What follows belongs to an exercise in optimizing a design on an open flow for a short achievable clock period and few clock cycles; a production flow would make more cautious choices.
The RTL was checked by simulation tests, not by an equivalence proof against the original design.
No activity file was given, so power comes from the tool's default toggle rates.

run 3:
==> flow/design.v <==
module phy_dly_loader #(
  parameter int         NUM_DLY    = 96,
  parameter logic [7:0] DLY_INIT   = 8'h00,
  parameter int         SET_CYCLES = 2
) (
  input  logic       clk,
  input  logic       rst_in,
  input  logic       wr_en,
  input  logic [6:0] wr_addr,
  input  logic [7:0] wr_data,
  input  logic [6:0] rd_addr,
  output logic [7:0] rd_data,
  input  logic       start,
  input  logic       force_all,
  output logic       busy,
  output logic       done,
  output logic [6:0] dly_addr,
  output logic [7:0] dly_data,
  output logic       ld_delay,
  output logic       set
);
  localparam int NG = 12;    
  typedef enum logic [1:0] {
    IDLE = 2'd0,    
    LOAD = 2'd1,    
    SET1 = 2'd2,    
    SET2 = 2'd3     
  } state_t;
  state_t state_q, state_d;
  logic [7:0]    tbl  [NUM_DLY];
  logic [7:0]    tblr_n [NUM_DLY];   
  logic [95:0]   dirty;           
  logic [95:0]   mask;            
  logic [NG-1:0] gnz;             
  logic [NG-1:0] cur;             
  logic [7:0]    low  [NG];       
  logic [NG-1:0] gmul;            
  function automatic logic [7:0] lowest8(input logic [7:0] v);
    for (int i = 0; i < 8; i++) begin
      logic below;
      below = 1'b0;
      for (int k = 0; k < i; k++) below = below | v[k];
      lowest8[i] = v[i] & ~below;
    end
  endfunction
  function automatic logic multi8(input logic [7:0] v);
    multi8 = 1'b0;
    for (int i = 1; i < 8; i++)
      for (int k = 0; k < i; k++) multi8 = multi8 | (v[i] & v[k]);
  endfunction
  function automatic logic [NG-1:0] lowest12(input logic [NG-1:0] v);
    for (int i = 0; i < NG; i++) begin
      logic below;
      below = 1'b0;
      for (int k = 0; k < i; k++) below = below | v[k];
      lowest12[i] = v[i] & ~below;
    end
  endfunction
  logic [95:0]   pick;            
  logic [95:0]   mclr;            
  logic [NG-1:0] gmul_c;          
  logic [NG-1:0] cur_d;
  logic [NG-1:0] sec;             
  logic [7:0]    gdat [NG];
  logic [2:0]    gidx [NG];
  logic [7:0]    pdat_lo, pdat_hi;    
  logic [6:0]    paddr;
  logic          any, stay;
  always_comb begin
    pdat_lo = '0;
    pdat_hi = '0;
    paddr = '0;
    stay  = 1'b0;
    for (int g = 0; g < NG; g++) begin
      mclr[g*8 +: 8] = mask[g*8 +: 8] & ~low[g];
      gmul_c[g] = multi8(mclr[g*8 +: 8]);
      gdat[g] = '0;
      gidx[g] = '0;
      for (int j = 0; j < 8; j++) begin
        pick[g*8+j] = cur[g] & low[g][j];
        gdat[g] = gdat[g] | ({8{low[g][j]}} & tbl[g*8+j]);
        gidx[g] = gidx[g] | ({3{low[g][j]}} & 3'(j));
      end
      if (g < NG/2) pdat_lo = pdat_lo | ({8{cur[g]}} & gdat[g]);
      else          pdat_hi = pdat_hi | ({8{cur[g]}} & gdat[g]);
      paddr = paddr | ({7{cur[g]}} & {4'(g), gidx[g]});
      stay  = stay  | (cur[g] & gmul[g]);
    end
    any = |cur;
    sec = lowest12(gnz & ~cur);
    cur_d = (cur & gmul) | (stay ? '0 : sec);
  end
  logic        accept, frc, picking;
  logic [95:0] whit;              
  logic [95:0] dnext;             
  logic [NG-1:0] wg;              
  logic [NG-1:0] wlt;             
  logic [7:0]    wj;              
  logic [7:0]    wjlt;            
  logic [NG-1:0] gd, gd_below;    
  logic [NG-1:0] cur_idle, gnz_idle, gmul_idle;
  logic [7:0]    low_idle [NG];
  assign accept  = (state_q == IDLE) && start;
  assign frc     = accept && force_all;
  assign picking = (accept && (force_all || any)) || (state_q == LOAD && any);
  always_comb begin
    for (int i = 0; i < NUM_DLY; i++) whit[i] = wr_en && (wr_addr == 7'(i));
    dnext = dirty | whit;
    for (int g = 0; g < NG; g++) begin
      wg[g]  = wr_en && (wr_addr[6:3] == 4'(g));
      wlt[g] = wr_en && (wr_addr[6:3] < 4'(g));
      gd[g]  = |dirty[g*8 +: 8];
    end
    for (int j = 0; j < 8; j++) begin
      wj[j]   = (wr_addr[2:0] == 3'(j));
      wjlt[j] = (wr_addr[2:0] < 3'(j));
    end
    for (int g = 0; g < NG; g++) begin
      gd_below[g] = 1'b0;
      for (int k = 0; k < g; k++) gd_below[g] = gd_below[g] | gd[k];
      gnz_idle[g]  = gd[g] | wg[g];
      cur_idle[g]  = (gd[g] | wg[g]) & ~gd_below[g] & ~wlt[g];
      gmul_idle[g] = multi8(dirty[g*8 +: 8])
                   | (wg[g] & |(dirty[g*8 +: 8] & ~wj));
      for (int j = 0; j < 8; j++) begin
        logic db;
        db = 1'b0;
        for (int k = 0; k < j; k++) db = db | dirty[g*8+k];
        low_idle[g][j] = (dirty[g*8+j] | (wg[g] & wj[j])) & ~db & ~(wg[g] & wjlt[j]);
      end
    end
  end
  always_comb begin
    state_d = state_q;
    unique case (state_q)
      IDLE: if (start) state_d = (force_all || any) ? LOAD : SET1;
      LOAD: if (!any) state_d = SET1;
      SET1: state_d = SET2;
      SET2: state_d = IDLE;
      default: state_d = IDLE;
    endcase
  end
  always_ff @(posedge clk or posedge rst_in) begin
    if (rst_in) begin
      state_q  <= IDLE;
      busy     <= 1'b0;
      done     <= 1'b0;
      set      <= 1'b0;
      ld_delay <= 1'b0;
    end else begin
      state_q  <= state_d;
      busy     <= (state_d != IDLE);
      done     <= (state_q == SET2);
      set      <= (state_d == SET1) || (state_d == SET2);
      ld_delay <= picking;
    end
  end
  logic [7:0] dlo_n, dhi_n;
  always_ff @(posedge clk) begin
    dly_addr <= frc ? 7'd0 : paddr;
    dlo_n    <= ~(frc ? tbl[0] : pdat_lo);
    dhi_n    <= ~(frc ? 8'd0 : pdat_hi);
  end
  assign dly_data = ~(dlo_n & dhi_n);
  always_ff @(posedge clk or posedge rst_in) begin
    if (rst_in) begin
      for (int i = 0; i < NUM_DLY; i++) tbl[i] <= DLY_INIT;
      for (int i = 0; i < NUM_DLY; i++) tblr_n[i] <= ~DLY_INIT;
      dirty <= '1;
    end else begin
      for (int i = 0; i < NUM_DLY; i++) begin
        if (whit[i]) tbl[i] <= wr_data;
        if (whit[i]) tblr_n[i] <= ~wr_data;
        if (whit[i]) dirty[i] <= 1'b1;
        else if (picking && (frc ? (i == 0) : pick[i])) dirty[i] <= 1'b0;
      end
    end
  end
  always_ff @(posedge clk or posedge rst_in) begin
    if (rst_in) begin
      mask <= '1;
      gnz  <= '1;
      cur  <= NG'(1);
      gmul <= '1;
      for (int g = 0; g < NG; g++) low[g] <= 8'd1;
    end else if (frc) begin
      mask <= ~96'd1;
      gnz  <= '1;
      cur  <= NG'(1);
      gmul <= '1;
      low[0] <= 8'd2;
      for (int g = 1; g < NG; g++) low[g] <= 8'd1;
    end else if (accept || state_q == LOAD) begin
      for (int g = 0; g < NG; g++) begin
        if (cur[g]) begin
          mask[g*8 +: 8] <= mclr[g*8 +: 8];
          gnz[g]         <= |mclr[g*8 +: 8];
          gmul[g]        <= gmul_c[g];
          low[g]         <= lowest8(mclr[g*8 +: 8]);
        end
      end
      cur <= cur_d;
    end else begin
      mask <= dnext;
      gnz  <= gnz_idle;
      gmul <= gmul_idle;
      cur  <= cur_idle;
      for (int g = 0; g < NG; g++) low[g] <= low_idle[g];
    end
  end
  logic [NG-1:0] rhs;             
  logic [7:0]    rls;             
  logic [7:0]    rgrp [NG];
  logic [7:0]    rnext;
  always_comb begin
    for (int g = 0; g < NG; g++) rhs[g] = (rd_addr[6:3] == 4'(g));
    for (int j = 0; j < 8; j++)  rls[j] = (rd_addr[2:0] == 3'(j));
    rnext = '0;
    for (int g = 0; g < NG; g++) begin
      rgrp[g] = '0;
      for (int j = 0; j < 8; j++) rgrp[g] = rgrp[g] | ({8{rls[j]}} & ~tblr_n[g*8+j]);
      rnext = rnext | ({8{rhs[g]}} & rgrp[g]);
    end
  end
  always_ff @(posedge clk or posedge rst_in) begin
    if (rst_in) rd_data <= '0;
    else        rd_data <= rnext;
  end
endmodule
export LEC_CHECK = 0
export CAP_MARGIN = 20
export CORE_MARGIN = 2
export CORE_UTILIZATION = 45
export PLACE_DENSITY = 0.85
export SETUP_SLACK_MARGIN = 3.6
export SLEW_MARGIN = 20
create_clock -name core_clock -period 6.0 [get_ports {clk}]
run.sh (not shown) runs the stock make flow with config.mk's settings and CLKGATE_MAP_FILE= SYNTH_SCRIPT=/design/flow/synth_recipe.tcl, a recipe that flattens the netlist after the stock synthesis.
Per the final summary, run 3 finished and its layout is clean on timing, DRC and antenna.
Testbench counts of run 3, summed over its fixed seeds: cycles 5,937.
Input changes introduced in run 1 (baseline for comparison: run 3):
--- a/flow/design.v
+++ b/flow/design.v
@@ -27,9 +27,8 @@
     SET2 = 2'd3     
   } state_t;
   state_t state_q, state_d;
   logic [7:0]    tbl  [NUM_DLY];
-  logic [7:0]    tblr_n [NUM_DLY];   
   logic [95:0]   dirty;           
   logic [95:0]   mask;            
   logic [NG-1:0] gnz;             
   logic [NG-1:0] cur;             
@@ -164,14 +163,12 @@
   assign dly_data = ~(dlo_n & dhi_n);
   always_ff @(posedge clk or posedge rst_in) begin
     if (rst_in) begin
       for (int i = 0; i < NUM_DLY; i++) tbl[i] <= DLY_INIT;
-      for (int i = 0; i < NUM_DLY; i++) tblr_n[i] <= ~DLY_INIT;
       dirty <= '1;
     end else begin
       for (int i = 0; i < NUM_DLY; i++) begin
         if (whit[i]) tbl[i] <= wr_data;
-        if (whit[i]) tblr_n[i] <= ~wr_data;
         if (whit[i]) dirty[i] <= 1'b1;
         else if (picking && (frc ? (i == 0) : pick[i])) dirty[i] <= 1'b0;
       end
     end
@@ -217,9 +214,9 @@
     for (int j = 0; j < 8; j++)  rls[j] = (rd_addr[2:0] == 3'(j));
     rnext = '0;
     for (int g = 0; g < NG; g++) begin
       rgrp[g] = '0;
-      for (int j = 0; j < 8; j++) rgrp[g] = rgrp[g] | ({8{rls[j]}} & ~tblr_n[g*8+j]);
+      for (int j = 0; j < 8; j++) rgrp[g] = rgrp[g] | ({8{rls[j]}} & tbl[g*8+j]);
       rnext = rnext | ({8{rhs[g]}} & rgrp[g]);
     end
   end
   always_ff @(posedge clk or posedge rst_in) begin
--- outcome ---
- Run 1 vs run 3, placer's final routability congestion estimate went up by 10%.
- Diff run 3 -> run 1: total CTS buffers saw a decrease; combined global-route utilization of all metal layers saw an increase; leakage power figure saw a decrease; fraction of the cycle the final worst path needs saw a decrease.
- Run 1 vs run 3: fraction of area in clock buffers and inverters down in run 1
- Although run 1 finished all stages, its layout failed final checks on capacitance limit, slew limit.
- Compared with run 3, run 1 shows register area that has gone down by more than a quarter.
- Measured against run 1, the first-pass GRT wire length of run 3 comes out at 1.3 times the reference value.
- Run 1 vs run 3: cell area down by more than a quarter
- In the route summary, run 1 ends up with a via count below that of run 3.
- Shortest period the worst path allows: run 1 better than run 3
Testbench counts of run 1, summed over its fixed seeds: cycles 5,937.

==> afterwards: timing with drivers on the ports <==
In the flow no input, the clock included, has a driving cell. The finished layouts below were timed again as built, in two steps.
Step 1: set_driving_cell puts a clkbuf_16 on clk and a buf_2 on each other input, an assumption about the parent block.
Step 2, shift: input delay + t, output delay - t, t = (earliest + latest rising clock arrival at the registers) / 2. This alone moves slack from input paths to output paths.
Three values: no drivers, after step 1, after step 2; two values: the first two.
| run | shift t [ns] | slack for setup (ns) | latest minus earliest clock arrival (ns) | slew at the worst register clock pin (ns) | worst data-port slew with drivers (ns) |
|---|---|---|---|---|---|
| run 3 | 0.934 | 2.779 / 2.532 / 1.598 | 0.065 / 0.065 | 0.07 / 0.07 | 0.37 |
| run 1 | 0.875 | 3.045 / 2.798 / 1.923 | 0.040 / 0.040 | 0.07 / 0.07 | 0.43 |
The setup slack of run 3, which loses most, moves by -0.247 ns with the drivers and by -1.181 ns with both steps.
